Context: an optimization exercise on an open-source flow, tuned for small area and a short achievable clock period. The choices shown serve that exercise and are no tape-out recipe.
At most, simulation tests tie the RTL to the original design; equivalence was not proved.
For run 8, only the layout was checked, not whether the RTL still works.
Power is estimated from default activity; no workload was simulated.

==> design.v <==
module raster_timing (
  input  logic       clk,
  input  logic       reset,
  output logic [7:0] nx,
  output logic [8:0] ny,
  output logic       vis,
  output logic       frame_start,
  output logic [7:0] pixel_x,
  output logic [8:0] pixel_y,
  output logic       de
);
  localparam logic [8:0] SY_LAST = 9'(300 - 1);
  localparam logic [7:0] SX_ACT = 8'(224);
  localparam logic [8:0] SY_ACT = 9'(288);
  logic first;
  logic next_act;
  function automatic logic [8:0] next_y(input logic [7:0] x, input logic [8:0] y);
    if (x != 8'hFF)        next_y = y;
    else if (y == SY_LAST) next_y = '0;
    else                   next_y = y + 1'b1;
  endfunction
  always_ff @(posedge clk) begin
    if (reset) begin
      nx <= 8'd1;
      ny <= '0;
    end else begin
      nx <= nx + 1'b1;
      ny <= next_y(nx, ny);
    end
  end
  always_ff @(posedge clk) begin
    if (reset) begin
      pixel_x <= '0;
    end else begin
      pixel_x <= nx - 1'b1;
    end
  end
  always_ff @(posedge clk) begin
    if (reset) begin
      pixel_y <= '0;
    end else if (nx == 8'd1) begin
      pixel_y <= ny;
    end
  end
  always_ff @(posedge clk) begin
    first <= reset;
  end
  assign next_act = (nx < SX_ACT) && (ny < SY_ACT);
  always_ff @(posedge clk) begin
    if (reset) begin
      vis <= 1'b0;
      de <= 1'b0;
    end else begin
      vis <= next_act;
      de <= vis || first;
    end
  end
  always_ff @(posedge clk) begin
    if (reset) frame_start <= 1'b1;
    else       frame_start <= (nx == '0) && (ny == '0);
  end
endmodule
module sprite_regs (
  input  logic                      clk,
  input  logic                      reset,
  input  logic [8-1:0]    awaddr,
  input  logic                      awvalid,
  output logic                      awready,
  input  logic [32-1:0]    wdata,
  input  logic [32/8-1:0]  wstrb,
  input  logic                      wvalid,
  output logic                      wready,
  output logic [1:0]                bresp,
  output logic                      bvalid,
  input  logic                      bready,
  input  logic [8-1:0]    araddr,
  input  logic                      arvalid,
  output logic                      arready,
  output logic [32-1:0]    rdata,
  output logic [1:0]                rresp,
  output logic                      rvalid,
  input  logic                      rready,
  input  logic                      frame_start,
  output logic [4*8-1:0] scene_x,
  output logic [4*9-1:0] scene_y,
  output logic [4*12-1:0] scene_color,
  output logic [11:0]               scene_bg
);
  localparam logic [1:0] RESP_OKAY   = 2'b00;
  localparam logic [1:0] RESP_SLVERR = 2'b10;
  logic [3:0]  ctrl_q;
  logic [3:0][8:0]  pos_x_q;
  logic [3:0][8:0]  pos_y_q;
  logic [3:0][11:0] color_q;
  logic [11:0] bg_q;
  logic       wr_ctrl, wr_bg, wr_valid;
  logic [3:0] wr_pos, wr_color;
  logic       rd_ctrl, rd_bg, rd_valid;
  logic [3:0] rd_pos, rd_color;
  always_comb begin
    wr_ctrl = (awaddr == 8'h00);
    wr_bg = (awaddr == 8'h24);
    rd_ctrl = (araddr == 8'h00);
    rd_bg = (araddr == 8'h24);
    for (int i = 0; i < 4; i++) begin
      wr_pos[i] = (awaddr == 8'h04 + 8'(4 * i));
      wr_color[i] = (awaddr == 8'h14 + 8'(4 * i));
      rd_pos[i] = (araddr == 8'h04 + 8'(4 * i));
      rd_color[i] = (araddr == 8'h14 + 8'(4 * i));
    end
    wr_valid = wr_ctrl || wr_bg || (|wr_pos) || (|wr_color);
    rd_valid = rd_ctrl || rd_bg || (|rd_pos) || (|rd_color);
  end
  logic wr_fire;
  assign wr_fire = awvalid && awready && wvalid;
  always_ff @(posedge clk) begin
    if (reset) begin
      awready <= 1'b0;
      bvalid <= 1'b0;
    end else begin
      awready <= awvalid && wvalid && !awready && !bvalid;
      bvalid <= wr_fire || (bvalid && !bready);
    end
  end
  assign wready = awready;
  always_ff @(posedge clk) begin
    if (!bvalid) bresp <= wr_valid ? RESP_OKAY : RESP_SLVERR;
  end
  logic [32-1:0] wdata_r;
  logic [3:0]             lane_we;
  assign wdata_r = reset ? '0 : wdata;
  assign lane_we = wr_fire ? wstrb : 4'd0;
  always_ff @(posedge clk) begin
    if (reset || (wr_ctrl && lane_we[0])) ctrl_q <= wdata_r[3:0];
    if (reset || (wr_bg && lane_we[0])) bg_q[7:0] <= wdata_r[7:0];
    if (reset || (wr_bg && lane_we[1])) bg_q[11:8] <= wdata_r[11:8];
    for (int i = 0; i < 4; i++) begin
      if (reset || (wr_pos[i] && lane_we[0])) pos_x_q[i][7:0] <= wdata_r[7:0];
      if (reset || (wr_pos[i] && lane_we[1])) pos_x_q[i][8] <= wdata_r[8];
      if (reset || (wr_pos[i] && lane_we[2])) pos_y_q[i][7:0] <= wdata_r[23:16];
      if (reset || (wr_pos[i] && lane_we[3])) pos_y_q[i][8] <= wdata_r[24];
      if (reset || (wr_color[i] && lane_we[0])) color_q[i][7:0] <= wdata_r[7:0];
      if (reset || (wr_color[i] && lane_we[1])) color_q[i][11:8] <= wdata_r[11:8];
    end
  end
  logic [32-1:0] rd_word;
  always_comb begin
    rd_word = '0;
    if (rd_ctrl) rd_word[3:0] = ctrl_q;
    if (rd_bg) rd_word[11:0] = bg_q;
    for (int i = 0; i < 4; i++) begin
      if (rd_pos[i]) rd_word = {7'd0, pos_y_q[i], 7'd0, pos_x_q[i]};
      if (rd_color[i]) rd_word[11:0] = color_q[i];
    end
  end
  logic rd_fire;
  assign rd_fire = arvalid && arready;
  always_ff @(posedge clk) begin
    if (reset) begin
      arready <= 1'b0;
      rvalid <= 1'b0;
    end else begin
      arready <= arvalid && !arready && !rvalid;
      rvalid <= rd_fire || (rvalid && !rready);
    end
  end
  always_ff @(posedge clk) begin
    if (!rvalid) begin
      rdata <= rd_word;
      rresp <= rd_valid ? RESP_OKAY : RESP_SLVERR;
    end
  end
  always_ff @(posedge clk) begin
    logic kill;
    if (frame_start) begin
      for (int i = 0; i < 4; i++) begin
        kill = !ctrl_q[i] || pos_x_q[i][8] || (&pos_x_q[i][7:5])
            || (pos_y_q[i][8] && (|pos_y_q[i][7:5]));
        scene_x[8*i +: 8] <= kill ? {4'b1110, pos_x_q[i][3:0]} : pos_x_q[i][7:0];
        scene_y[9*i +: 9] <= pos_y_q[i];
        scene_color[12*i +: 12] <= color_q[i];
      end
      scene_bg <= bg_q;
    end
  end
endmodule
module enemy_sprite (
  input  logic                       clk,
  input  logic                       reset,
  input  logic [7:0]                 nx,
  input  logic [8:0]                 ny,
  input  logic                       vis,
  input  logic [4*8-1:0]  scene_x,
  input  logic [4*9-1:0]  scene_y,
  input  logic [4*12-1:0] scene_color,
  input  logic [11:0]                scene_bg,
  output logic [11:0]                rgb
);
  function automatic logic [191:0] low_table(input logic rows);
    logic [2:0] b, a, d;
    logic [1:0] cls;
    low_table = '0;
    for (int k = 0; k < 64; k++) begin
      b = 3'(k >> 3);
      a = 3'(k);
      d = b - a;
      if (!rows)      cls = d[2] ? ~d[1:0] : d[1:0];
      else if (d == 3'd0) cls = 2'd0;
      else if (d == 3'd1) cls = 2'd1;
      else if (d == 3'd2 || d == 3'd3 || d == 3'd7) cls = 2'd2;
      else            cls = 2'd3;
      low_table[3*k +: 3] = {b >= a, cls};
    end
  endfunction
  localparam logic [191:0] COL_TAB = low_table(1'b0);
  localparam logic [191:0] ROW_TAB = low_table(1'b1);
  function automatic logic ghost(input logic [1:0] rc, input logic [1:0] cc);
    case (rc)
      2'd0:    ghost = cc[1];
      2'd1:    ghost = cc != 2'd0;
      2'd2:    ghost = cc != 2'd2;
      default: ghost = 1'b1;
    endcase
  endfunction
  function automatic logic sum_zero5(input logic [4:0] p, input logic [4:0] q,
                                     input logic cin);
    logic [4:0] z;
    z = p ^ q;
    sum_zero5 = (z[0] == cin) && (z[4:1] == (p[3:0] | q[3:0]));
  endfunction
  function automatic logic sum_zero6(input logic [5:0] p, input logic [5:0] q,
                                     input logic cin);
    logic [5:0] z;
    z = p ^ q;
    sum_zero6 = (z[0] == cin) && (z[5:1] == (p[4:0] | q[4:0]));
  endfunction
  logic [4-1:0] hit_next;
  logic [4-1:0] hit;
  always_comb begin
    logic [2:0] xd, yd;
    logic [1:0] cc, rc;
    for (int i = 0; i < 4; i++) begin
      xd = nx[2:0] - scene_x[8*i +: 3];
      yd = ny[2:0] - scene_y[9*i +: 3];
      cc = xd[2] ? ~xd[1:0] : xd[1:0];
      case (yd)
        3'd0: rc = 2'd0;
        3'd1: rc = 2'd1;
        3'd4, 3'd5, 3'd6: rc = 2'd3;
        default: rc = 2'd2;
      endcase
      hit_next[i] = sum_zero5(nx[7:3], ~scene_x[8*i+3 +: 5], nx[2:0] >= scene_x[8*i +: 3])
                 && sum_zero6(ny[8:3], ~scene_y[9*i+3 +: 6], ny[2:0] >= scene_y[9*i +: 3])
                 && ghost(rc, cc);
    end
  end
  always_ff @(posedge clk) begin
    hit <= hit_next;
  end
  logic [4:0] sel;
  assign sel[0] = hit[0];
  assign sel[1] = !hit[0] && hit[1];
  assign sel[2] = !hit[0] && !hit[1] && hit[2];
  assign sel[3] = !hit[0] && !hit[1] && !hit[2] && hit[3];
  assign sel[4] = !(|hit);
  always_ff @(posedge clk) begin
    if (reset || !vis) begin
      rgb <= '0;
    end else begin
      rgb <= ({12{sel[0]}} & scene_color[11:0])
           | ({12{sel[1]}} & scene_color[23:12])
           | ({12{sel[2]}} & scene_color[35:24])
           | ({12{sel[3]}} & scene_color[47:36])
           | ({12{sel[4]}} & scene_bg);
    end
  end
endmodule
module maze_video_top (
  input  logic                     clk,
  input  logic                     reset,
  input  logic [8-1:0]   awaddr,
  input  logic                     awvalid,
  output logic                     awready,
  input  logic [32-1:0]   wdata,
  input  logic [32/8-1:0] wstrb,
  input  logic                     wvalid,
  output logic                     wready,
  output logic [1:0]               bresp,
  output logic                     bvalid,
  input  logic                     bready,
  input  logic [8-1:0]   araddr,
  input  logic                     arvalid,
  output logic                     arready,
  output logic [32-1:0]   rdata,
  output logic [1:0]               rresp,
  output logic                     rvalid,
  input  logic                     rready,
  output logic [11:0]              rgb,
  output logic [7:0]               pixel_x,
  output logic [8:0]               pixel_y,
  output logic                     de
);
  logic [7:0] nx;
  logic [8:0] ny;
  logic       vis;
  logic       frame_start;
  logic [4*8-1:0]  scene_x;
  logic [4*9-1:0]  scene_y;
  logic [4*12-1:0] scene_color;
  logic [11:0]                scene_bg;
  raster_timing u_timing (
    .clk         (clk),
    .reset       (reset),
    .nx          (nx),
    .ny          (ny),
    .vis    (vis),
    .frame_start (frame_start),
    .pixel_x     (pixel_x),
    .pixel_y     (pixel_y),
    .de          (de)
  );
  sprite_regs u_regs (
    .clk          (clk),
    .reset        (reset),
    .awaddr       (awaddr),
    .awvalid      (awvalid),
    .awready      (awready),
    .wdata        (wdata),
    .wstrb        (wstrb),
    .wvalid       (wvalid),
    .wready       (wready),
    .bresp        (bresp),
    .bvalid       (bvalid),
    .bready       (bready),
    .araddr       (araddr),
    .arvalid      (arvalid),
    .arready      (arready),
    .rdata        (rdata),
    .rresp        (rresp),
    .rvalid       (rvalid),
    .rready       (rready),
    .frame_start  (frame_start),
    .scene_x     (scene_x),
    .scene_y     (scene_y),
    .scene_color  (scene_color),
    .scene_bg     (scene_bg)
  );
  enemy_sprite u_sprite (
    .clk          (clk),
    .reset        (reset),
    .nx           (nx),
    .ny           (ny),
    .vis     (vis),
    .scene_x     (scene_x),
    .scene_y     (scene_y),
    .scene_color  (scene_color),
    .scene_bg     (scene_bg),
    .rgb          (rgb)
  );
endmodule
==> flow/run.sh <==
#!/bin/bash
set -euo pipefail
bash standard.sh MATCH_CELL_FOOTPRINT=0 ADDER_MAP_FILE= \
  "BUFFER_PORTS_ARGS=-buffer_cell sky130_fd_sc_hd__buf_1" finish > standard.log 2>&1
==> standard.sh <==
#!/bin/bash
# synth_recipe.tcl (not shown) runs the flow's synth.tcl, then flattens the netlist and writes it again
# the make line also repeats each setting of config.mk as NAME=value (left out here)
make -C /OpenROAD-flow-scripts/flow DESIGN_CONFIG=/design/flow/config.mk WORK_HOME=/design/flow/orfs CLKGATE_MAP_FILE= SYNTH_SCRIPT=/design/flow/synth_recipe.tcl "${@:-finish}"
==> config.mk <==
export PLATFORM = sky130hd
export DESIGN_NAME = maze_video_top
export DESIGN_NICKNAME = maze_video_top
export VERILOG_FILES = /design/flow/design.v
export SDC_FILE = /design/flow/constraint.sdc
export NUM_CORES = 4
export LEC_CHECK = 0
export CAP_MARGIN = 20
export CORE_MARGIN = 2
export CORE_UTILIZATION = 60
export CTS_BUF_LIST = sky130_fd_sc_hd__clkbuf_8
export CTS_CLUSTER_DIAMETER = 50
export CTS_CLUSTER_SIZE = 20
export SETUP_SLACK_MARGIN = 2.8
export SLEW_MARGIN = 20
==> constraint.sdc <==
create_clock -name core_clock -period 5.0 [get_ports {clk}]
set_input_delay 1.0000 -clock core_clock [delete_from_list [all_inputs] [get_ports {clk}]]
set_output_delay 1.0000 -clock core_clock [all_outputs]
set_load 0.01 [all_outputs]
==> impl_metrics.json, run 1 <==
{
  "rows": 58,
  "grt_overflow": 0,
  "wl_um": 37190,
  "period_needed_ps": 2220,
  "cp-start-kind": "flop",
  "fin_crit_sh_pct": 44.41,
  "tritoncts": "done",
  "timing.slew.headroom_pct": 28.00,
  "portBuffers": 105,
  "die_w_um": 163.6,
  "synth_ff_type": "edfxtp_1",
  "synth_area_leaders": "edfxtp_1 56%, dfxtp_1 7.6%, nor2_1 3.2%",
  "syn_avg_cell_area_um2": 12.19,
  "path_class": "reg2out",
  "synth_edf_count": 287,
  "drive_gt1_share_pct": 14.69,
  "cts_made_buffers": 30,
  "yosysWarnings": 3,
  "clock_path_buffers": 3,
  "synth.distinct_cells": 71,
  "tns_ps": 0,
  "syn_area_um2": 15280,
  "drv_slew": 0,
  "hold_viol": 0,
  "fin_util_pct": 68.27,
  "fin_worst_skew_ps": 37.26,
  "yosys.area.top_type": "edfxtp_1",
  "worst_r2r_endpoint": "u_sprite.hit[0]",
  "track_usage_pct": 27.50,
  "rsz0062_at_grt": "true",
  "nFillCells": 1871,
  "insertion_delay_ps": 640,
  "fp.dieArea_um2": 26750,
  "cp-endpoint": "rdata[3]",
  "ys_ff_latch": 345,
  "async_flop_share_pct": 0,
  "hold_start": "u_regs.awready",
  "gp_congestion": 0.9048,
  "grt_max_degree": 58,
  "core_um2": 25110,
  "vdd_drop_max_mv": 0.2703,
  "required_ps": 4000,
  "antenna_found_initial": 0,
  "dp_cells": 1634,
  "path_delay_family": "flip-flops",
  "worst_pin_slew_ps": 1072,
  "dp_hpwl_um": 25990,
  "antenna_cells": 0,
  "reg2reg_depth": 8,
  "yosys-top-cells-count": "287 x edfxtp_1, 129 x nor2_1, 91 x nand2_1",
  "h-tree-depth": 1,
  "slowest_delay_ps": 440,
  "power_mw": 5.889,
  "layout.cells.non_filler": 1712,
  "dr_total_vias": 10163,
  "cts.sinks": 345,
  "yosysMostFrequentCell": "edfxtp_1",
  "fmax_mhz": 450.4,
  "crit_buf_inv": 1,
  "ant_nets": 0,
  "status": "finished clean",
  "post-route-drc-count": 0,
  "synthDominantCellAreaShare_pct": 56.41,
  "clk_pin_slew_ps": 100,
  "grt_pass1_vias": 9492,
  "dpl_cell_area_um2": 16040,
  "wire_per_inst_um": 21.72,
  "stdcell_area_um2": 17140,
  "max-cap-violations": 0,
  "cp.depth": 1,
  "critical_path.cell_chain": "clkbuf_2",
  "leakagePower_nw": 5.938,
  "syn2layout_area_growth_pct": 12.21,
  "die_h_um": 163.6,
  "worst-path-max-fanout": 1,
  "rr_startpoint": "u_timing.nx[0]",
  "drtPass1Iterations": 5,
  "arrival_ps": 1220,
  "grt_pass1_wl_um": 54610,
  "critPathCaptureType": "primary output",
  "clk_root_buffer_cell": "clkbuf_8",
  "r2r_slack_ps": 2880,
  "yosysSeqAreaShare_pct": 64.01,
  "setup_violations": 0,
  "p_per_area_nw_per_um2": 343.5,
  "synth_cells": 1253,
  "drtIter0Drc": 973,
  "hp-class": "reg2reg",
  "cp-startpoint": "u_regs.rdata[3]",
  "start_util_pct": 60.84,
  "fin_nets": 1417,
  "vias_per_cell": 5.936,
  "crit_slowest_cell": "edfxtp_1",
  "ios": 130
}
==> layer usage <==
layer  GRT usage [%]  vias to the layer above  routed length (um)
met2           46.24                      407               18050
met4           8.971                        0                1232
li1                -                     4806                   -
met5               0                        -                   0
met1           37.31                     4878               15310
met3           3.758                       72                2592
==> report_power, final <==
part	switching (mW)	internal (mW)	leakage [nW]	total, mW
Combinational	0.360	0.239	2.27	0.598
Sequential	0.154	3.36	3.31	3.52
Clock	1.08	0.696	0.356	1.77
==> layout make-up <==
| cell class | instances | area (um^2) | area share (%) |
|---|---|---|---|
| clock buffers | 33 | 454.2 | 2.649 |
| multi-input cells | 824 | 5425 | 31.65 |
| flip-flops and latches | 345 | 9841 | 57.40 |
| well taps | 330 | 412.9 | 2.409 |
| repair buffers | 136 | 690.7 | 4.029 |
| clock inverters | 23 | 236.5 | 1.379 |
| inverters | 21 | 82.58 | 0.4817 |
==> sequential cells by signal, indices dropped and copies added (netlist names), 4 cells and up <==
register / cells
u_regs.bg_q: 12
u_regs.color_q: 48
u_regs.ctrl_q: 4
u_regs.pos_x_q: 36
u_regs.pos_y_q: 36
u_regs.rdata: 21
u_regs.scene_bg: 12
u_regs.scene_color: 48
u_regs.scene_x: 32
u_regs.scene_y: 36
u_sprite.hit: 4
u_sprite.rgb: 12
u_timing.nx: 8
u_timing.ny: 9
u_timing.pixel_x: 8
u_timing.pixel_y: 9
==> timing repair <==
action	4_1_cts	5_1_grt
setup buffers	7	15
hold endpoints to repair	0	0
hold buffers	0	0
pin swaps	3	7
setup endpoints to repair	41	80
gates resized for setup	32	45
==> logic make-up (layout without fill, tap and decap cells) <==
logic type / count (synthesis) / count (layout) / synth area share [%]
AND/OR/NAND/NOR: 429 / 429 / 14.20
flip-flops: 345 / 345 / 64.01
AO/OA/AOI/OAI: 262 / 262 / 11.30
buffers and inverters: 96 / 213 / 2.981
XOR/XNOR: 77 / 77 / 4.611
multiplexers: 32 / 32 / 2.146
adder cells (fa/ha/maj): 11 / 11 / 0.7207
other: 1 / 13 / 0.02455
==> through the flow <==
stage	setup WS (ps)	hold WS [ps]
after global routing	2731	443.7
after global placement	1861	420.2
after detailed placement	1868	424.7
after floorplan	2734	411.4
after CTS	2747	447.3
final	2780	429.7
==> how the worst min path moves through the flow <==
| stage | end | slack (ps) | cells past startpoint |
|---|---|---|---|
| 6_report | u_regs.awready | 430 | 1 |
| 5_1_grt | u_regs.awready | 440 | 1 |
| 3_5_place_dp | u_timing.de | 420 | 2 |
| 2_1_floorplan | u_timing.de | 410 | 2 |
| 4_1_cts | u_regs.awready | 450 | 1 |
| 3_3_place_gp | u_timing.de | 420 | 2 |
==> cell usage in the layout, fill, tap and decap left out, types with 11 or more instances in the layout <==
cell type    n
nor3_1      12
nor2b_1     55
o21ai_0     45
dfxtp_1     37
a21oi_1     63
inv_1       22
edfxtp_1   287
o22ai_1     15
nand2_1     87
buf_4       26
xnor2_1     37
or2_2       13
a221oi_1    16
conb_1      13
buf_1       88
a22oi_1     34
nand3_1     28
dfxtp_4     14
nand2b_1    38
mux2i_1     24
a31oi_1     12
xor2_1      34
clkbuf_2    16
clkbuf_8    33
nor2_1     123
maj3_1      11
==> run 2, diff against run 1 <==
--- a/config.mk
+++ b/config.mk
@@ -8,8 +8,8 @@
 export CAP_MARGIN = 20
 export CORE_MARGIN = 2
-export CORE_UTILIZATION = 60
+export CORE_UTILIZATION = 50
 export CTS_BUF_LIST = sky130_fd_sc_hd__clkbuf_8
-export CTS_CLUSTER_DIAMETER = 50
-export CTS_CLUSTER_SIZE = 20
+export CTS_CLUSTER_DIAMETER = 60
+export CTS_CLUSTER_SIZE = 16
 export SETUP_SLACK_MARGIN = 2.8
 export SLEW_MARGIN = 20
==> impl_metrics.json, run 2 <==
{
  "wire_per_inst_um": 21.96,
  "clk_pin_slew_ps": 100,
  "synth_compound_area_share_pct": 11.30,
  "synth_area_leaders": "edfxtp_1 56%, dfxtp_1 7.6%, nor2_1 3.2%",
  "synthXorXnorAreaFrac_pct": 4.611,
  "yosys-top-cells-count": "287 x edfxtp_1, 129 x nor2_1, 91 x nand2_1",
  "synthDominantCellAreaShare_pct": 56.41,
  "layout_common_cells": "287 x edfxtp_1, 121 x nor2_1, 96 x buf_1",
  "start_util_pct": 51.14,
  "grt_pass1_vias": 9500,
  "layout.cells.non_filler": 1767,
  "drtPass1Iterations": 5,
  "vias_per_cell": 5.743,
  "yosysMostFrequentCell": "edfxtp_1",
  "worst-path-max-fanout": 1,
  "syn_avg_cell_area_um2": 12.19,
  "p_per_area_nw_per_um2": 332.2,
  "dp_hpwl_um": 27150,
  "timing.slew.headroom_pct": 40.21,
  "synth_simple_gate_area_share_pct": 14.20,
  "post-route-drc-count": 0,
  "power_mw": 5.677,
  "status": "finished clean",
  "drv_slew": 0,
  "rsz0062_at_grt": "true",
  "rows": 63,
  "yosysWarnings": 3,
  "arrival_ps": 1210,
  "synthAdderAreaFrac_pct": 0.7207,
  "fin_nets": 1414,
  "stdcell_area_um2": 17090,
  "final_common_cell": "edfxtp_1",
  "fin_crit_sh_pct": 44.25,
  "rr_startpoint": "u_timing.nx[1]",
  "hold_viol": 0,
  "drive_gt1_share_pct": 13.73,
  "async_flop_share_pct": 0,
  "synth.distinct_cells": 71,
  "synth_cells": 1253,
  "grt_overflow": 0,
  "h-tree-depth": 1,
  "antenna_found_initial": 0,
  "dr_total_vias": 10148,
  "clk_root_buffer_cell": "clkbuf_8",
  "crit_slowest_cell": "edfxtp_1",
  "critPathCaptureType": "primary output",
  "fin_worst_skew_ps": 25.51,
  "yosysSeqAreaShare_pct": 64.01,
  "grt_pass1_wl_um": 56910,
  "tns_ps": 0,
  "setup_violations": 0,
  "cts_made_buffers": 28,
  "insertion_delay_ps": 610,
  "critical_path.cell_chain": "clkbuf_2",
  "die_w_um": 178.8,
  "syn2layout_area_growth_pct": 11.87,
  "portBuffers": 105,
  "max-cap-violations": 0,
  "syn_area_um2": 15280,
  "cp-start-kind": "flop",
  "hp-class": "reg2reg",
  "dpl_cell_area_um2": 16140,
  "crit_buf_inv": 1,
  "ys_ff_latch": 345,
  "die_h_um": 178.8,
  "gp_congestion": 0.8620,
  "path_delay_family": "flip-flops",
  "synth_top_family_by_area": "simple AND/OR/NAND/NOR gates",
  "cp-startpoint": "u_regs.rdata[0]",
  "slowest_delay_ps": 460,
  "ant_nets": 0,
  "grt_max_degree": 64,
  "clock_path_buffers": 3,
  "worst_pin_slew_ps": 895.6,
  "path_class": "reg2out",
  "ios": 130,
  "largest_registers": "u_regs.color_q (48), u_regs.scene_color (48)",
  "dp_cells": 1695,
  "fmax_mhz": 452.0,
  "track_usage_pct": 24.17,
  "synth_mux_area_share_pct": 2.146,
  "fp.dieArea_um2": 31970,
  "drtIter0Drc": 924,
  "vdd_drop_max_mv": 0.2334,
  "synth_ff_type": "edfxtp_1",
  "leakagePower_nw": 5.878,
  "period_needed_ps": 2212,
  "cts.sinks": 345,
  "wl_um": 38800,
  "yosys.area.top_type": "edfxtp_1",
  "synth_edf_count": 287,
  "required_ps": 4000,
  "antenna_cells": 0,
  "tritoncts": "done",
  "hold_start": "u_regs.awready",
  "core_um2": 29870
}
run 2: changes by cell type in the layout (fill, tap and decap cells not counted), sizes merged:
cell	delta
clkinv	+1
clkbuf	-9
clkinvlp	-3
bufinv	+1
buf	+5
run 2: cell families (layout without fill, tap and decap cells):
group,count (synthesis),count (layout)
buf+inv,96,208
other cells,1,13
simple gates,429,429
compound gates,262,262
flops,345,345
mux,32,32
fa+ha+maj,11,11
xor+xnor,77,77
run 2: layout make-up:
type,count,area [um^2]
clock inverters,22,136.4
clock buffers,30,412.9
flip-flops and latches,345,9829
fillers,2522,12780
well taps,390,488.0
inverters,21,78.83
multi-input cells,824,5441
repair buffers,135,703.2
run 2: report_power, final:
part           total (mW)  leakage, nW  switching [mW]  internal (mW)
combinational       0.617         2.23           0.361          0.256
sequential           3.53         3.31           0.163           3.36
clock                1.53        0.333           0.931          0.603
run 2: per-stage QoR:
stage	hold WS (ps)	setup slack [ps]	utilization [%]
2_1_floorplan	411.4	2734	-
3_3_place_gp	423.5	1469	53.92
3_5_place_dp	428.5	1418	54.02
4_1_cts	441.9	2746	56.42
5_1_grt	447.8	2704	57.21
6_report	430.1	2788	57.21
run 2: repair_timing:
item	4_1_cts	5_1_grt
endpoints found under the setup margin	64	107
hold endpoints to repair	0	0
cloned	0	1
pin swaps	5	6
resized for setup	37	38
setup buffers	7	12
hold buffers	0	0
run 2: path summary, 6_finish.rpt:
check / endpoint / slack [ps] / cells past startpoint
worst max register to register: u_sprite.hit[0] / 2870 / 9
worst max-delay path: rdata[0] / 2790 / 1
worst min register to register: u_regs.awready / 430 / 1
worst min-delay path: u_regs.awready / 430 / 1
run 2: metal layers:
| layer | share of wire, % | GRT usage, % | wire, um |
|---|---|---|---|
| met1 | 43 | 33.56 | 16490 |
| met3 | 6.7 | 2.905 | 2605 |
| met5 | 0 | 0 | 0 |
| met2 | 48 | 40.59 | 18760 |
| met4 | 2.4 | 6.131 | 939 |
==> run 3, diff against run 2 <==
--- a/config.mk
+++ b/config.mk
@@ -8,5 +8,5 @@
 export CAP_MARGIN = 20
 export CORE_MARGIN = 2
-export CORE_UTILIZATION = 50
+export CORE_UTILIZATION = 60
 export CTS_BUF_LIST = sky130_fd_sc_hd__clkbuf_8
 export CTS_CLUSTER_DIAMETER = 60
==> impl_metrics.json, run 3 <==
{
  "fin_nets": 1410,
  "fin_worst_skew_ps": 52.83,
  "die_h_um": 163.6,
  "grt_pass1_wl_um": 54320,
  "reg2reg_depth": 8,
  "swShare_pct": 25.25,
  "p_per_area_nw_per_um2": 337.4,
  "grt_overflow": 0,
  "fin_util_pct": 67.63,
  "slowest_delay_ps": 440,
  "top_usage_layer": "met2",
  "crit_slowest_cell": "edfxtp_1",
  "critical_path.cell_chain": "clkbuf_2",
  "die_w_um": 163.6,
  "cts.sinks": 345,
  "clock_path_buffers": 3,
  "antenna_cells": 0,
  "drtPass1Iterations": 5,
  "tritoncts": "done",
  "worst_pin_slew_ps": 1095,
  "tns_ps": 0,
  "power_switching_mw": 1.447,
  "largest_registers": "u_regs.color_q (48), u_regs.scene_color (48)",
  "dp_hpwl_um": 25990,
  "dr_total_vias": 10137,
  "start_util_pct": 60.84,
  "post-route-drc-count": 0,
  "seq_power_share_pct": 61.4,
  "leakagePower_nw": 5.882,
  "status": "finished clean",
  "grt_max_degree": 58,
  "h-tree-depth": 1,
  "power_mw": 5.728,
  "fin_crit_sh_pct": 44.48,
  "track_usage_pct": 27.39,
  "ios": 130,
  "grt_pass1_vias": 9462,
  "max-cap-violations": 0,
  "required_ps": 4000,
  "portBuffers": 105,
  "path_delay_family": "flip-flops",
  "ant_nets": 0,
  "wire_per_inst_um": 21.62,
  "hold_depth": 1,
  "antenna_found_initial": 0,
  "worst-path-max-fanout": 1,
  "cp-start-kind": "flop",
  "synth_area_leaders": "edfxtp_1 56%, dfxtp_1 7.6%, nor2_1 3.2%",
  "rows": 58,
  "yosys-top-cells-count": "287 x edfxtp_1, 129 x nor2_1, 91 x nand2_1",
  "regArea_um2": 9837,
  "async_flop_share_pct": 0,
  "synth_cells": 1253,
  "p_int_mw": 4.282,
  "core_um2": 25110,
  "rsz0062_at_grt": "true",
  "setup_violations": 0,
  "clkPwrFrac_pct": 28.2,
  "yosysMostFrequentCell": "edfxtp_1",
  "ys_ff_latch": 345,
  "nFillCells": 1871,
  "cp.depth": 1,
  "timing.slew.headroom_pct": 26.71,
  "grt_use_met3_pct": 3.276,
  "gp_congestion": 0.9048,
  "fmax_mhz": 449.7,
  "layout_common_cells": "287 x edfxtp_1, 123 x nor2_1, 92 x buf_1",
  "vias_per_cell": 5.956,
  "final_common_cell": "edfxtp_1",
  "met2_usage_pct": 46.16,
  "hp-class": "reg2reg",
  "arrival_ps": 1220,
  "syn2layout_area_growth_pct": 11.15,
  "wl_um": 36810,
  "clk_root_buffer_cell": "clkbuf_8",
  "critPathCaptureType": "primary output",
  "synth_edf_count": 287,
  "period_needed_ps": 2224,
  "multi_input_area_um2": 5425,
  "yosysWarnings": 3,
  "path_class": "reg2out",
  "cts_made_buffers": 28,
  "met1_usage_pct": 37.41,
  "synthDominantCellAreaShare_pct": 56.41,
  "crit_buf_inv": 1,
  "hold_viol": 0,
  "combPwrFrac_pct": 10.4,
  "synth.distinct_cells": 71,
  "syn_area_um2": 15280,
  "insertion_delay_ps": 620,
  "synth_ff_type": "edfxtp_1",
  "vdd_drop_max_mv": 0.3390,
  "clk_pin_slew_ps": 100,
  "syn_avg_cell_area_um2": 12.19,
  "whs_ps": 428.3,
  "yosysSeqAreaShare_pct": 64.01,
  "drv_slew": 0,
  "drtIter0Drc": 974,
  "yosys.area.top_type": "edfxtp_1",
  "drive_gt1_share_pct": 12.90,
  "fp.dieArea_um2": 26750
}
run 3: cell counts after synthesis:
No cell type changed its count.
run 3: stage by stage:
stage          worst slack [ps]  instance area [um^2]  cells
2_1_floorplan              2734                 15560   1265
3_3_place_gp               1861                 16040   1634
3_5_place_dp               1868                 16040   1634
4_1_cts                    2746                 16730   1690
5_1_grt                    2746                 16980   1702
6_report                   2776                 16980   1702
run 3: cell type report:
class / instances / share of cell area (%)
clock buffers: 30 / 2.432
clock inverters: 21 / 1.046
inverters: 21 / 0.4642
multi-input cells: 824 / 31.95
flip-flops and latches: 345 / 57.93
well taps: 330 / 2.432
repair buffers: 131 / 3.743
run 3: worst paths after layout:
path / startpoint / end / slack, ps
min: u_regs.awready / u_regs.awready / 430
max: u_regs.rdata[3] / rdata[3] / 2780
min reg2reg: u_regs.awready / u_regs.awready / 430
max reg2reg: u_timing.nx[1] / u_sprite.hit[0] / 2850
run 3: per-layer routing:
metal | share of wire [%] | vias to the layer above
li1 | - | 4784
met1 | 40 | 4837
met2 | 48 | 449
met3 | 8.1 | 67
met4 | 3.6 | 0
met5 | 0 | -
run 3: power groups by stage:
stage	Combinational (mW)	Clock, mW	Sequential [mW]
finish	0.595	1.61	3.52
global route	0.652	1.74	3.54
CTS	0.574	1.64	3.52
detailed placement	0.564	0	3.59
global placement	0.554	0	3.58
floorplan	0.410	0	3.54
run 3: logic make-up after synthesis:
logic type | synth area share, %
flip-flops | 64.01
adder cells (fa/ha/maj) | 0.7207
XOR/XNOR | 4.611
AO/OA/AOI/OAI | 11.30
buffers and inverters | 2.981
other | 0.02455
AND/OR/NAND/NOR | 14.20
multiplexers | 2.146
run 3: repair_timing:
item / in CTS / in global routing
pin swaps: 2 / 6
hold endpoints to repair: 0 / 0
hold buffers: 0 / 0
endpoints found under the setup margin: 39 / 76
cloned: 0 / 0
gates resized for setup: 31 / 39
setup buffers: 5 / 12
==> run 4, diff against run 3 <==
--- a/config.mk
+++ b/config.mk
@@ -12,4 +12,5 @@
 export CTS_CLUSTER_DIAMETER = 60
 export CTS_CLUSTER_SIZE = 16
+export GPL_ROUTABILITY_DRIVEN = 0
 export SETUP_SLACK_MARGIN = 2.8
 export SLEW_MARGIN = 20
==> impl_metrics.json, run 4 <==
{
  "rsz0062_at_grt": "true",
  "hp-class": "reg2reg",
  "clk_root_buffer_cell": "clkbuf_8",
  "setup_violations": 0,
  "synth.distinct_cells": 71,
  "r2r_slack_ps": 2900,
  "fin_nets": 1426,
  "grt_max_degree": 58,
  "whs_ps": 442.4,
  "drtPass1Iterations": 4,
  "yosys.area.top_type": "edfxtp_1",
  "fin_worst_skew_ps": 47.80,
  "crit_buf_inv": 2,
  "vdd_drop_max_mv": 0.3299,
  "ios": 130,
  "antenna_found_initial": 0,
  "grt_pass1_wl_um": 54380,
  "dr_total_vias": 10175,
  "antenna_cells": 0,
  "dpl_cell_area_um2": 16050,
  "reg2reg_depth": 6,
  "synth_edf_count": 287,
  "critical_path.cell_chain": "clkbuf_2 -> nor4_4 -> buf_4 -> and3_1 -> a22oi_1 -> nand3_1",
  "yosysSeqAreaShare_pct": 64.01,
  "synthDominantCellAreaShare_pct": 56.41,
  "fin_crit_sh_pct": 44.37,
  "largest_registers": "u_regs.color_q (48), u_regs.scene_color (48)",
  "ant_nets": 0,
  "path_class": "in2reg",
  "cts-hold-fix-buffers": 0,
  "ys_ff_latch": 345,
  "synth_cells": 1253,
  "syn_avg_cell_area_um2": 12.19,
  "die_w_um": 163.6,
  "grt_overflow": 0,
  "tritoncts": "done",
  "core_um2": 25110,
  "synth_ff_type": "edfxtp_1",
  "slowest_delay_ps": 450,
  "final_common_cell": "edfxtp_1",
  "yosysMostFrequentCell": "edfxtp_1",
  "cts.sinks": 345,
  "drtIter0Drc": 864,
  "yosysWarnings": 3,
  "cts_made_buffers": 28,
  "clk_pin_slew_ps": 100,
  "path_delay_family": "simple AND/OR/NAND/NOR gates",
  "clock_path_buffers": 3,
  "crit_slowest_cell": "nor4_4",
  "dp_hpwl_um": 26000,
  "hold_depth": 1,
  "period_needed_ps": 2218,
  "critPathCaptureType": "flop",
  "leakagePower_nw": 5.986,
  "drv_slew": 0,
  "status": "finished clean",
  "fp.dieArea_um2": 26750,
  "arrival_ps": 2680,
  "yosys-top-cells-count": "287 x edfxtp_1, 129 x nor2_1, 91 x nand2_1",
  "required_ps": 5470,
  "syn_area_um2": 15280,
  "drive_gt1_share_pct": 13.68,
  "hold_viol": 0,
  "post-route-drc-count": 0,
  "tns_ps": 0,
  "max-cap-violations": 0,
  "grt_pass1_vias": 9500,
  "wl_um": 37160,
  "insertion_delay_ps": 610,
  "fmax_mhz": 450.8,
  "start_util_pct": 60.84,
  "h-tree-depth": 1,
  "worst-path-max-fanout": 10,
  "synth_area_leaders": "edfxtp_1 56%, dfxtp_1 7.6%, nor2_1 3.2%",
  "cp-start-kind": "input port",
  "cp.depth": 6,
  "rows": 58,
  "wire_per_inst_um": 21.62,
  "async_flop_share_pct": 0,
  "layout_common_cells": "287 x edfxtp_1, 122 x nor2_1, 93 x buf_1",
  "syn2layout_area_growth_pct": 12.33,
  "portBuffers": 105,
  "worst_pin_slew_ps": 922.9,
  "stdcell_area_um2": 17160,
  "die_h_um": 163.6,
  "power_mw": 5.730,
  "vias_per_cell": 5.919,
  "p_per_area_nw_per_um2": 333.9,
  "track_usage_pct": 27.51,
  "timing.slew.headroom_pct": 38.35
}
[run 4: cell type report]
| class | count | area [um^2] |
|---|---|---|
| flip-flops and latches | 345 | 9831 |
| fillers | 1933 | 7948 |
| multi-input cells | 824 | 5458 |
| repair buffers | 147 | 803.3 |
| well taps | 330 | 412.9 |
| clock buffers | 29 | 399.1 |
| clock inverters | 23 | 178.9 |
| inverters | 21 | 78.83 |
[run 4: worst paths after layout]
| check | startpoint | to |
|---|---|---|
| worst max-delay path | araddr[2] | u_regs.rdata[4] |
| worst min-delay path | u_regs.rvalid | u_regs.arready |
| worst min register to register | u_regs.rvalid | u_regs.arready |
| worst max register to register | u_timing.ny[8] | u_sprite.hit[3] |
[run 4: report_power, final]
group          total, mW  switching (mW)  internal (mW)  leakage [nW]
Sequential          3.51           0.150           3.36          3.31
Clock               1.59           0.925          0.666         0.347
Combinational      0.626           0.370          0.256          2.33
Total               5.73            1.45           4.29          5.99
[run 4: cell families after synthesis]
kind of cell,share of synthesized area [%]
compound gates,11.30
xor+xnor,4.611
fa+ha+maj,0.7207
buf+inv,2.981
flops,64.01
mux,2.146
other cells,0.02455
simple gates,14.20
[run 4: through the flow]
stage | setup slack [ps] | util, % | std cells
CTS | 2752 | 66.73 | 1696
detailed placement | 1842 | 63.90 | 1635
floorplan | 2734 | - | 1265
global placement | 1822 | 63.90 | 1635
finish | 2782 | 68.35 | 1719
global route | 2704 | 68.35 | 1719
[run 4: timing repair]
| action | CTS | global route |
|---|---|---|
| resized for setup | 30 | 45 |
| pin swaps | 4 | 7 |
| buffers inserted | 9 | 23 |
| setup endpoints to repair | 36 | 82 |
[run 4: per-layer routing]
metal | global-route usage, % | wire, um | vias up
met3 | 3.834 | 2597 | 78
met4 | 10.96 | 1533 | 0
li1 | - | - | 4812
met5 | 0 | 0 | -
met1 | 37.28 | 15140 | 4883
met2 | 45.30 | 17880 | 402
==> run 5, diff against run 4 <==
--- a/config.mk
+++ b/config.mk
@@ -12,5 +12,4 @@
 export CTS_CLUSTER_DIAMETER = 60
 export CTS_CLUSTER_SIZE = 16
-export GPL_ROUTABILITY_DRIVEN = 0
-export SETUP_SLACK_MARGIN = 2.8
+export SETUP_SLACK_MARGIN = 2.85
 export SLEW_MARGIN = 20
==> impl_metrics.json, run 5 <==
{
  "status": "finished clean",
  "fin_nets": 1428,
  "synth_ff_type": "edfxtp_1",
  "grt_max_degree": 57,
  "nFillCells": 1848,
  "period_needed_ps": 2143,
  "async_flop_share_pct": 0,
  "power_mw": 5.896,
  "syn_area_um2": 15280,
  "start_util_pct": 60.84,
  "synth_edf_count": 287,
  "syn_avg_cell_area_um2": 12.19,
  "cts-hold-fix-buffers": 0,
  "grt_pass1_vias": 9548,
  "max-cap-violations": 0,
  "grt_pass1_wl_um": 53410,
  "synth.distinct_cells": 71,
  "dpl_cell_area_um2": 16040,
  "hp-class": "reg2reg",
  "antenna_found_initial": 0,
  "grt_overflow": 0,
  "yosysWarnings": 3,
  "rows": 58,
  "fin_worst_skew_ps": 35.92,
  "fmax_mhz": 466.6,
  "leakagePower_nw": 6.104,
  "arrival_ps": 1140,
  "core_um2": 25110,
  "crit_slowest_cell": "edfxtp_1",
  "yosys-top-cells-count": "287 x edfxtp_1, 129 x nor2_1, 91 x nand2_1",
  "p_per_area_nw_per_um2": 340.3,
  "post-route-drc-count": 0,
  "yosysMostFrequentCell": "edfxtp_1",
  "drive_gt1_share_pct": 17.44,
  "drtPass1Iterations": 8,
  "insertion_delay_ps": 630,
  "slowest_delay_ps": 400,
  "hold_viol": 0,
  "cts.sinks": 345,
  "synth_area_leaders": "edfxtp_1 56%, dfxtp_1 7.6%, nor2_1 3.2%",
  "crit_buf_inv": 1,
  "fin_util_pct": 69.00,
  "synthDominantCellAreaShare_pct": 56.41,
  "synth_cells": 1253,
  "yosys.area.top_type": "edfxtp_1",
  "path_delay_family": "flip-flops",
  "clk_pin_slew_ps": 100,
  "antenna_cells": 0,
  "stdcell_area_um2": 17330,
  "tritoncts": "done",
  "fp.dieArea_um2": 26750,
  "fin_crit_sh_pct": 42.86,
  "ios": 130,
  "cp-start-kind": "flop",
  "yosysSeqAreaShare_pct": 64.01,
  "rsz0062_at_grt": "true",
  "dr_total_vias": 10276,
  "drv_slew": 0,
  "ys_ff_latch": 345,
  "clock_path_buffers": 3,
  "tns_ps": 0,
  "die_h_um": 163.6,
  "h-tree-depth": 1,
  "wl_um": 36260,
  "gp_congestion": 0.8308,
  "critPathCaptureType": "primary output",
  "vdd_drop_max_mv": 0.3215,
  "final_common_cell": "edfxtp_1",
  "portBuffers": 105,
  "place_ws_ps": 1764,
  "vias_per_cell": 5.964,
  "required_ps": 4000,
  "ant_nets": 0,
  "clk_root_buffer_cell": "clkbuf_8",
  "layout_common_cells": "287 x edfxtp_1, 120 x nor2_1, 86 x nand2_1",
  "largest_registers": "u_regs.color_q (48), u_regs.scene_color (48)",
  "path_class": "reg2out",
  "die_w_um": 163.6,
  "worst-path-max-fanout": 1,
  "setup_ws_ps": 2857,
  "wire_per_inst_um": 21.05,
  "cts_made_buffers": 31,
  "drtIter0Drc": 1089,
  "worst_pin_slew_ps": 1035,
  "critical_path.cell_chain": "clkbuf_2",
  "syn2layout_area_growth_pct": 13.41,
  "track_usage_pct": 26.77,
  "timing.slew.headroom_pct": 30.94,
  "dp_hpwl_um": 25340,
  "setup_violations": 0
}
==> run 5: cell counts after synthesis <==
No cell type changed its count.
==> run 5: area by class of cell <==
type,instances,area (um^2),area share (%)
clock buffers,33,454.2,2.622
clock inverters,24,220.2,1.271
flip-flops and latches,345,9851,56.86
repair buffers,146,809.5,4.672
well taps,330,412.9,2.383
inverters,21,78.83,0.4550
multi-input cells,824,5499,31.74
==> run 5: logic make-up after synthesis <==
logic type	synth area share, %
xor gates and xnor gates	4.611
AOI/OAI and AO/OA	11.30
buffers and inverters	2.981
and+or+nand+nor	14.20
adders and majority gates	0.7207
other	0.02455
DFF	64.01
muxes	2.146
==> run 5: stage by stage <==
stage / hold WS, ps / std cells
floorplan: 411.4 / 1265
global placement: 431.2 / 1630
detailed placement: 431.3 / 1630
CTS: 432.5 / 1699
global route: 444.6 / 1723
finish: 427.1 / 1723
==> run 5: worst paths after layout <==
check / slack, ps / start / depth (start not counted) / end
hold reg to reg: 430 / u_regs.bvalid / 1 / u_regs.awready
setup / recovery: 2860 / u_regs.rdata[23] / 1 / rdata[23]
hold / removal: 430 / u_regs.bvalid / 1 / u_regs.awready
setup reg to reg: 2890 / u_timing.ny[0] / 7 / u_sprite.hit[0]
==> run 5: routing by layer <==
metal	track usage [%]	share of wire [%]
met1	40.27	44
met4	7.815	1.9
met5	0	0
met2	41.18	46
met3	3.504	7.6
==> run 5: what timing repair did <==
item,in CTS,in global routing
resized for setup,57,61
buffers inserted,12,24
endpoints found under the setup margin,59,110
pin swaps,5,9
==> run 5: power by group <==
part	leakage, nW	total, mW	switching, mW	internal, mW
combinational	2.42	0.609	0.362	0.246
sequential	3.31	3.53	0.165	3.36
clock	0.369	1.76	1.01	0.754
==> run 6, diff against run 5 <==
--- a/config.mk
+++ b/config.mk
@@ -9,7 +9,7 @@
 export CORE_MARGIN = 2
 export CORE_UTILIZATION = 60
-export CTS_BUF_LIST = sky130_fd_sc_hd__clkbuf_8
+export CTS_BUF_LIST = sky130_fd_sc_hd__clkbuf_8 sky130_fd_sc_hd__clkbuf_16
 export CTS_CLUSTER_DIAMETER = 60
 export CTS_CLUSTER_SIZE = 16
-export SETUP_SLACK_MARGIN = 2.85
+export SETUP_SLACK_MARGIN = 2.8
 export SLEW_MARGIN = 20
==> impl_metrics.json, run 6 <==
{
  "status": "finished clean",
  "start_util_pct": 60.84,
  "synth_edf_count": 287,
  "post-route-drc-count": 0,
  "ios": 130,
  "fp.dieArea_um2": 26750,
  "antenna_found_initial": 0,
  "rsz0062_at_grt": "true",
  "ys_ff_latch": 345,
  "critical_path.cell_chain": "clkbuf_2 -> nor3_4 -> and2_1 -> buf_6 -> nor2_4 -> o21ai_1 -> a221oi_2 -> o22ai_1 -> a21oi_1",
  "power_mw": 6.308,
  "drive_gt1_share_pct": 13.29,
  "h-tree-depth": 1,
  "hold_viol": 0,
  "cp-start-kind": "input port",
  "largest_registers": "u_regs.color_q (48), u_regs.scene_color (48)",
  "path_class": "in2reg",
  "tns_ps": 0,
  "arrival_ps": 2520,
  "drtIter0Drc": 1020,
  "cp-startpoint": "araddr[6]",
  "fin_nets": 1422,
  "die_w_um": 163.6,
  "yosysWarnings": 3,
  "syn2layout_area_growth_pct": 14.23,
  "grt_overflow": 0,
  "critPathCaptureType": "flop",
  "yosysMostFrequentCell": "edfxtp_1",
  "wire_per_inst_um": 21.81,
  "syn_area_um2": 15280,
  "die_h_um": 163.6,
  "cts.sinks": 345,
  "cts-hold-fix-buffers": 0,
  "clk_pin_slew_ps": 70,
  "synth_area_leaders": "edfxtp_1 56%, dfxtp_1 7.6%, nor2_1 3.2%",
  "fin_worst_skew_ps": 28.32,
  "synth.distinct_cells": 71,
  "grt_pass1_vias": 9580,
  "r2r_slack_ps": 2890,
  "setup_violations": 0,
  "reg2reg_depth": 8,
  "crit_slowest_cell": "nor3_4",
  "worst_pin_slew_ps": 1037,
  "wl_um": 37370,
  "yosys.area.top_type": "edfxtp_1",
  "timing.slew.headroom_pct": 30.38,
  "p_per_area_nw_per_um2": 361.4,
  "async_flop_share_pct": 0,
  "synth_ff_type": "edfxtp_1",
  "antenna_cells": 0,
  "ant_nets": 0,
  "final_common_cell": "edfxtp_1",
  "synth_cells": 1253,
  "synthDominantCellAreaShare_pct": 56.41,
  "yosysSeqAreaShare_pct": 64.01,
  "vdd_drop_max_mv": 0.3467,
  "drv_slew": 0,
  "leakagePower_nw": 6.085,
  "max-cap-violations": 0,
  "required_ps": 5330,
  "period_needed_ps": 2195,
  "slowest_delay_ps": 320,
  "cts_made_buffers": 28,
  "vias_per_cell": 5.945,
  "fin_crit_sh_pct": 43.91,
  "dr_total_vias": 10190,
  "cp-endpoint": "u_regs.rdata[1]",
  "rows": 58,
  "rr_startpoint": "u_regs.scene_x[0]",
  "core_um2": 25110,
  "layout_common_cells": "287 x edfxtp_1, 121 x nor2_1, 100 x buf_1",
  "fmax_mhz": 455.5,
  "gp_congestion": 0.9048,
  "clk_root_buffer_cell": "clkbuf_16",
  "dp_hpwl_um": 25990,
  "syn_avg_cell_area_um2": 12.19,
  "hold_depth": 2,
  "portBuffers": 105,
  "worst_r2r_endpoint": "u_sprite.hit[0]",
  "insertion_delay_ps": 580,
  "clock_path_buffers": 3,
  "yosys-top-cells-count": "287 x edfxtp_1, 129 x nor2_1, 91 x nand2_1",
  "grt_max_degree": 58,
  "grt_pass1_wl_um": 55030,
  "tritoncts": "done",
  "hp-class": "reg2reg",
  "drtPass1Iterations": 5,
  "track_usage_pct": 27.79,
  "worst-path-max-fanout": 17
}
==> run 6: cell counts after synthesis <==
Identical to the previous run, type by type.
==> run 6: layout make-up <==
type                       instances  area (um^2)
clock inverter                    21        191.4
timing repair buffer             143        739.5
clock buffer                      30        728.2
inverter                          21        78.83
fill                            1813         7657
sequential                       345         9834
multi-input combinational        824         5466
tap                              330        412.9
==> run 6: power by group <==
part	internal, mW	switching, mW
Sequential	3.37	0.154
Combinational	0.242	0.363
Clock	1.17	1.02
Total	4.78	1.53
==> run 6: stage by stage <==
stage	cells	area [um^2]	hold slack, ps	setup WS, ps	utilization [%]
after floorplan	1265	15560	411.4	2734	-
after global placement	1634	16040	420.2	1861	63.87
after detailed placement	1634	16040	424.7	1868	63.87
after CTS	1696	17120	441.4	2764	68.19
after global routing	1714	17450	443.6	2736	69.50
final	1714	17450	439.1	2805	69.50
==> run 6: how the worst min path moves through the flow <==
stage | from | to | slack (ps)
final | u_timing.first | u_timing.de | 440
after global routing | u_regs.bg_q[4] | u_regs.scene_bg[4] | 440
after CTS | u_timing.first | u_timing.de | 440
after detailed placement | u_timing.first | u_timing.de | 420
after global placement | u_timing.first | u_timing.de | 420
after floorplan | u_timing.first | u_timing.de | 410
==> run 6: cell families (layout without fill, tap and decap cells) <==
family,Yosys count,in the layout,share of synthesized area [%]
DFF,345,345,64.01
and+or+nand+nor,429,429,14.20
buffers and inverters,96,215,2.981
xor gates and xnor gates,77,77,4.611
other,1,13,0.02455
muxes,32,32,2.146
adders and majority gates,11,11,0.7207
AOI/OAI and AO/OA,262,262,11.30
==> run 6: repair_timing <==
item / in CTS / in global routing
gates resized for setup: 32 / 41
endpoints found under the setup margin: 41 / 90
buffers inserted: 11 / 18
hold endpoints to repair: 0 / 0
pin swaps: 6 / 8
cloned: 0 / 0
==> run 6: metal layers <==
metal	vias to the layer above	global-route usage, %	routed length [um]
li1	4809	-	-
met1	4894	37.56	15120
met2	421	47.08	18320
met5	-	0	0
met3	66	3.631	2736
met4	0	8.971	1201
==> run 6: critical path: cells and delay by family <==
family / cells / cell delay [ps]
AND/OR/NAND/NOR: 3 / 580
AO/OA/AOI/OAI: 4 / 570
buffers and inverters: 2 / 370
==> run 7, diff against run 6 <==
--- a/design.v
+++ b/design.v
@@ -197,22 +197,4 @@
   output logic [11:0]                rgb
 );
-  function automatic logic [191:0] low_table(input logic rows);
-    logic [2:0] b, a, d;
-    logic [1:0] cls;
-    low_table = '0;
-    for (int k = 0; k < 64; k++) begin
-      b = 3'(k >> 3);
-      a = 3'(k);
-      d = b - a;
-      if (!rows)      cls = d[2] ? ~d[1:0] : d[1:0];
-      else if (d == 3'd0) cls = 2'd0;
-      else if (d == 3'd1) cls = 2'd1;
-      else if (d == 3'd2 || d == 3'd3 || d == 3'd7) cls = 2'd2;
-      else            cls = 2'd3;
-      low_table[3*k +: 3] = {b >= a, cls};
-    end
-  endfunction
-  localparam logic [191:0] COL_TAB = low_table(1'b0);
-  localparam logic [191:0] ROW_TAB = low_table(1'b1);
   function automatic logic ghost(input logic [1:0] rc, input logic [1:0] cc);
     case (rc)
--- a/config.mk
+++ b/config.mk
@@ -9,7 +9,7 @@
 export CORE_MARGIN = 2
 export CORE_UTILIZATION = 60
-export CTS_BUF_LIST = sky130_fd_sc_hd__clkbuf_8 sky130_fd_sc_hd__clkbuf_16
+export CTS_BUF_LIST = sky130_fd_sc_hd__clkbuf_8
 export CTS_CLUSTER_DIAMETER = 60
 export CTS_CLUSTER_SIZE = 16
-export SETUP_SLACK_MARGIN = 2.8
+export SETUP_SLACK_MARGIN = 2.85
 export SLEW_MARGIN = 20
==> impl_metrics.json, run 7 <==
{
  "status": "finished clean",
  "yosysMostFrequentCell": "edfxtp_1",
  "regArea_um2": 9851,
  "multi_input_area_um2": 5499,
  "layout.cells.non_filler": 1723,
  "worst_pin_slew_ps": 1035,
  "antenna_found_initial": 0,
  "antenna_cells": 0,
  "insertion_delay_ps": 630,
  "cts_made_buffers": 31,
  "critPathCaptureType": "primary output",
  "yosysSeqAreaShare_pct": 64.01,
  "crit_slowest_cell": "edfxtp_1",
  "ys_ff_latch": 345,
  "clk_pin_slew_ps": 100,
  "period_needed_ps": 2143,
  "dp_cells": 1630,
  "fin_crit_sh_pct": 42.86,
  "syn_avg_cell_area_um2": 12.19,
  "synthDominantCellAreaShare_pct": 56.41,
  "drtIter0Drc": 1089,
  "hold_start": "u_regs.bvalid",
  "yosysWarnings": 3,
  "tritoncts": "done",
  "die_w_um": 163.6,
  "crit_buf_inv": 1,
  "required_ps": 4000,
  "synth_ff_type": "edfxtp_1",
  "path_delay_family": "flip-flops",
  "grt_overflow": 0,
  "ant_nets": 0,
  "h-tree-depth": 1,
  "die_h_um": 163.6,
  "fin_nets": 1428,
  "hp-class": "reg2reg",
  "drv_slew": 0,
  "path_class": "reg2out",
  "nFillCells": 1848,
  "clk_root_buffer_cell": "clkbuf_8",
  "drive_gt1_share_pct": 17.44,
  "r2r_slack_ps": 2890,
  "worst-path-max-fanout": 1,
  "clock_path_buffers": 3,
  "timing.slew.headroom_pct": 30.94,
  "dpl_cell_area_um2": 16040,
  "grt_pass1_vias": 9548,
  "post-route-drc-count": 0,
  "fmax_mhz": 466.6,
  "wire_per_inst_um": 21.05,
  "place_ws_ps": 1764,
  "whs_ps": 427.1,
  "rr_startpoint": "u_timing.ny[0]",
  "vias_per_cell": 5.964,
  "start_util_pct": 60.84,
  "rows": 58,
  "cp-start-kind": "flop",
  "stdcell_area_um2": 17330,
  "yosys-top-cells-count": "287 x edfxtp_1, 129 x nor2_1, 91 x nand2_1",
  "setup_violations": 0,
  "hold_viol": 0,
  "yosys.area.top_type": "edfxtp_1",
  "ios": 130,
  "syn_area_um2": 15280,
  "synth_cells": 1253,
  "power_mw": 5.896,
  "portBuffers": 105,
  "grt_max_degree": 57,
  "critical_path.cell_chain": "clkbuf_2",
  "setup_ws_ps": 2857,
  "worst_r2r_endpoint": "u_sprite.hit[0]",
  "largest_registers": "u_regs.color_q (48), u_regs.scene_color (48)",
  "max-cap-violations": 0,
  "leakagePower_nw": 6.104,
  "cts.sinks": 345,
  "rsz0062_at_grt": "true",
  "fp.dieArea_um2": 26750,
  "fin_worst_skew_ps": 35.92,
  "gp_congestion": 0.8308,
  "wl_um": 36260,
  "async_flop_share_pct": 0,
  "track_usage_pct": 26.77,
  "drtPass1Iterations": 8,
  "hold_depth": 1,
  "dp_hpwl_um": 25340,
  "p_per_area_nw_per_um2": 340.3,
  "dr_total_vias": 10276,
  "slowest_delay_ps": 400,
  "synth_area_leaders": "edfxtp_1 56%, dfxtp_1 7.6%, nor2_1 3.2%",
  "vdd_drop_max_mv": 0.3215,
  "fin_util_pct": 69.00,
  "synth_edf_count": 287,
  "tns_ps": 0,
  "core_um2": 25110,
  "syn2layout_area_growth_pct": 13.41,
  "grt_pass1_wl_um": 53410,
  "layout_common_cells": "287 x edfxtp_1, 120 x nor2_1, 86 x nand2_1",
  "reg2reg_depth": 7,
  "arrival_ps": 1140,
  "final_common_cell": "edfxtp_1",
  "synth.distinct_cells": 71,
  "min_to": "u_regs.awready"
}
## run 7: kinds of logic (layout without fill, tap and decap cells)
logic type,count (synthesis),after routing,share of synthesized area (%)
AO/OA/AOI/OAI,262,262,11.30
XOR/XNOR,77,77,4.611
adder cells (fa/ha/maj),11,11,0.7207
buffers and inverters,96,224,2.981
flip-flops,345,345,64.01
multiplexers,32,32,2.146
other,1,13,0.02455
AND/OR/NAND/NOR,429,429,14.20
## run 7: metal layers
metal | global-route usage [%] | vias up | part of all wire, % | wire, um
met3 | 3.504 | 53 | 7.6 | 2751
met2 | 41.18 | 418 | 46 | 16680
met5 | 0 | - | 0 | 0
met1 | 40.27 | 4986 | 44 | 16130
met4 | 7.815 | 0 | 1.9 | 704
li1 | - | 4819 | - | -
## run 7: how the worst max path moves through the flow
stage,from,endpoint,slack [ps],cells after the start
finish,u_regs.rdata[23],rdata[23],2860,1
global route,u_regs.rdata[11],rdata[11],2800,1
CTS,u_regs.rdata[11],rdata[11],2820,1
detailed placement,araddr[2],u_regs.rdata[1],1760,7
global placement,araddr[2],u_regs.rdata[1],1800,7
floorplan,araddr[1],u_regs.rdata[2],2720,6
## run 7: report_power, final
part	internal, mW	switching [mW]	leakage, nW
Clock	0.754	1.01	0.369
Sequential	3.36	0.165	3.31
Combinational	0.246	0.362	2.42
Total	4.36	1.53	6.10
## run 7: layout make-up
cell class	instances	share of cell area (%)
Sequential cell	345	56.86
Multi-Input combinational cell	824	31.74
Timing Repair Buffer	146	4.672
Clock buffer	33	2.622
Tap cell	330	2.383
Clock inverter	24	1.271
Inverter	21	0.4550
## run 7: timing repair
item | CTS | global route
gates resized for setup | 57 | 61
endpoints found under the setup margin | 59 | 110
pin swaps | 5 | 9
hold buffers | 0 | 0
buffers inserted | 12 | 24
==> run 8, diff against run 7 <==
--- a/design.v
+++ b/design.v
@@ -146,10 +146,8 @@
   logic [32-1:0] rd_word;
   always_comb begin
-    rd_word = '0;
-    if (rd_ctrl) rd_word[3:0] = ctrl_q;
-    if (rd_bg) rd_word[11:0] = bg_q;
+    rd_word = {28'd0, ctrl_q & {4{rd_ctrl}}} | {20'd0, bg_q & {12{rd_bg}}};
     for (int i = 0; i < 4; i++) begin
-      if (rd_pos[i]) rd_word = {7'd0, pos_y_q[i], 7'd0, pos_x_q[i]};
-      if (rd_color[i]) rd_word[11:0] = color_q[i];
+      rd_word = rd_word | ({7'd0, pos_y_q[i], 7'd0, pos_x_q[i]} & {32{rd_pos[i]}})
+                        | {20'd0, color_q[i] & {12{rd_color[i]}}};
     end
   end
==> impl_metrics.json, run 8 <==
{
  "status": "finished clean",
  "critical_path.cell_chain": "clkbuf_2",
  "final_common_cell": "edfxtp_1",
  "tritoncts": "done",
  "hold_viol": 0,
  "fin_crit_sh_pct": 43.57,
  "largest_registers": "u_regs.color_q (48), u_regs.scene_color (48)",
  "post-route-drc-count": 0,
  "vias_per_cell": 6.071,
  "portBuffers": 105,
  "required_ps": 4000,
  "syn_avg_cell_area_um2": 12.64,
  "synth_ff_type": "edfxtp_1",
  "grt_max_degree": 87,
  "critPathCaptureType": "primary output",
  "p_per_area_nw_per_um2": 341.1,
  "core_um2": 25040,
  "p_int_mw": 4.334,
  "gp_congestion": 0.8377,
  "cts-hold-fix-buffers": 0,
  "slowest_delay_ps": 420,
  "start_util_pct": 60.80,
  "antenna_found_initial": 0,
  "nFillCells": 1844,
  "power_switching_mw": 1.499,
  "layout_common_cells": "287 x edfxtp_1, 101 x nor2_1, 83 x buf_1",
  "rsz0062_at_grt": "true",
  "yosys.area.top_type": "edfxtp_1",
  "async_flop_share_pct": 0,
  "ys_ff_latch": 345,
  "die_h_um": 163.3,
  "synth_edf_count": 287,
  "grt_pass1_vias": 9210,
  "insertion_delay_ps": 610,
  "vdd_drop_max_mv": 0.2793,
  "die_w_um": 163.3,
  "path_class": "reg2out",
  "period_needed_ps": 2178,
  "swShare_pct": 25.70,
  "drtPass1Iterations": 7,
  "worst_pin_slew_ps": 1045,
  "clk_root_buffer_cell": "clkbuf_8",
  "grt_pass1_wl_um": 53670,
  "synth.distinct_cells": 79,
  "drv_slew": 0,
  "rows": 58,
  "fin_worst_skew_ps": 17.49,
  "timing.slew.headroom_pct": 29.80,
  "antenna_cells": 0,
  "leakagePower_nw": 5.841,
  "power_mw": 5.832,
  "cts.sinks": 345,
  "synth_area_leaders": "edfxtp_1 57%, dfxtp_1 7.6%, nor2_1 2.6%",
  "drtIter0Drc": 1089,
  "path_delay_family": "flip-flops",
  "dr_total_vias": 10036,
  "max-cap-violations": 0,
  "dp_cells": 1581,
  "ant_nets": 0,
  "yosysMostFrequentCell": "edfxtp_1",
  "drive_gt1_share_pct": 16.10,
  "setup_violations": 0,
  "clk_pin_slew_ps": 100,
  "layout.cells.non_filler": 1653,
  "wl_um": 36450,
  "syn2layout_area_growth_pct": 12.31,
  "wire_per_inst_um": 22.05,
  "syn_area_um2": 15220,
  "worst-path-max-fanout": 1,
  "tns_ps": 0,
  "fin_nets": 1360,
  "regArea_um2": 9831,
  "ios": 130,
  "fp.dieArea_um2": 26660,
  "dp_hpwl_um": 25320,
  "clkPwrFrac_pct": 28.9,
  "crit_buf_inv": 1,
  "hp-class": "reg2reg",
  "cp-start-kind": "flop",
  "yosysSeqAreaShare_pct": 64.24,
  "track_usage_pct": 27.00,
  "h-tree-depth": 1,
  "cts_made_buffers": 29,
  "combPwrFrac_pct": 10.5,
  "synthDominantCellAreaShare_pct": 56.62,
  "clock_path_buffers": 3,
  "fmax_mhz": 459.1,
  "multi_input_area_um2": 5507,
  "synth_cells": 1204,
  "crit_slowest_cell": "edfxtp_1",
  "yosysWarnings": 3,
  "arrival_ps": 1180,
  "yosys-top-cells-count": "287 x edfxtp_1, 105 x nor2_1, 68 x nand2_1",
  "seq_power_share_pct": 60.6,
  "grt_overflow": 0
}
[run 8: changes by cell type in the layout (fill, tap and decap cells not counted), moves of 15 or more]
| cell | delta |
|---|---|
| clkbuf_2 | -18 |
| nand2_1 | -23 |
| a21oi_1 | -15 |
| buf_1 | +19 |
| nor2_1 | -19 |
| buf_4 | -15 |
[run 8: power by group through the flow]
stage | Clock, mW | Combinational [mW] | Sequential [mW]
4_1_cts | 1.70 | 0.560 | 3.54
3_5_place_dp | 0 | 0.539 | 3.61
2_1_floorplan | 0 | 0.401 | 3.54
5_1_grt | 1.80 | 0.665 | 3.56
6_report | 1.68 | 0.613 | 3.54
3_3_place_gp | 0 | 0.530 | 3.60
[run 8: worst paths after layout]
path / start / to / slack [ps] / cells after the start
worst max register to register: u_timing.nx[1] / u_sprite.hit[0] / 2850 / 7
worst min register to register: u_regs.arready / u_regs.arready / 420 / 1
worst max-delay path: u_regs.rdata[24] / rdata[24] / 2820 / 1
worst min-delay path: u_regs.arready / u_regs.arready / 420 / 1
[run 8: final cells by class]
| type | count | area share [%] |
|---|---|---|
| sequential | 345 | 57.50 |
| multi-input combinational | 776 | 32.21 |
| timing repair buffer | 130 | 3.820 |
| clock buffer | 32 | 2.576 |
| tap | 330 | 2.415 |
| clock inverter | 21 | 1.039 |
| inverter | 19 | 0.4391 |
[run 8: repair_timing]
action / 4_1_cts / 5_1_grt
gates resized for setup: 59 / 38
endpoints found under the setup margin: 118 / 42
pin swaps: 6 / 12
setup buffers: 3 / 16
[run 8: logic make-up after synthesis]
kind of cell / after synthesis / share of synthesized area [%]
AOI/OAI and AO/OA: 249 / 11.09
xor gates and xnor gates: 78 / 4.537
adders and majority gates: 13 / 0.8959
buffers and inverters: 95 / 2.951
DFF: 345 / 64.24
muxes: 38 / 2.943
other: 1 / 0.02464
and+or+nand+nor: 385 / 13.32
[run 8: through the flow]
step	hold slack (ps)	worst slack, ps	util, %	cell area (um^2)
after floorplan	411.4	2742	-	15550
after global placement	421.3	1930	63.93	16010
after detailed placement	423.9	1942	63.93	16010
after CTS	435.8	2727	67.14	16810
after global routing	445.5	2786	68.29	17100
final	421.0	2822	68.29	17100
[run 8: per-layer routing]
metal	vias up	part of all wire (%)	track usage [%]
li1	4649	-	-
met1	4984	45	40.60
met2	357	46	42.56
met3	46	6.9	3.352
met4	0	1.8	6.114
met5	-	0	0

re-timing with driven ports:
How much do the figures lean on ideal ports? The routed layouts below were timed once more, with nothing changed but the port constraints. Step 1 sets driving cells, clkbuf_16 on the clock port and buf_2 on the other inputs (assumed; they add their load-dependent delay and slew). Step 2 times the ports against the registers' clock, not the clock port: input delays grow and output delays shrink by t, the midpoint of the rising clock arrivals with the driver on. a / b / c = ideal / step 1 / step 2; a / b = the first two.
run | t, ns | setup WS [ns] | worst setup path after step 2 | clock arrival spread, ns | pins driven straight from the clock port
run 1 | 0.663 | 2.780 / 2.733 / 2.187 | input to register | 0.040 / 0.039 | 1
run 2 | 0.640 | 2.788 / 2.739 / 2.213 | input to register | 0.031 / 0.030 | 1
run 3 | 0.643 | 2.776 / 2.729 / 2.251 | input to register | 0.061 / 0.061 | 1
run 4 | 0.635 | 2.782 / 2.735 / 2.172 | input to register | 0.057 / 0.057 | 1
run 5 | 0.647 | 2.857 / 2.812 / 2.329 | input to register | 0.047 / 0.047 | 1
run 6 | 0.613 | 2.805 / 2.775 / 2.222 | input to register | 0.034 / 0.034 | 1
run 7 | 0.647 | 2.857 / 2.812 / 2.329 | input to register | 0.047 / 0.047 | 1
run 8 | 0.642 | 2.822 / 2.775 / 2.272 | input to register | 0.023 / 0.022 | 1
After both steps setup and hold are still met in every run listed. The setup slack of run 4, which loses most, moves by -0.047 ns with the drivers and by -0.610 ns with both steps.
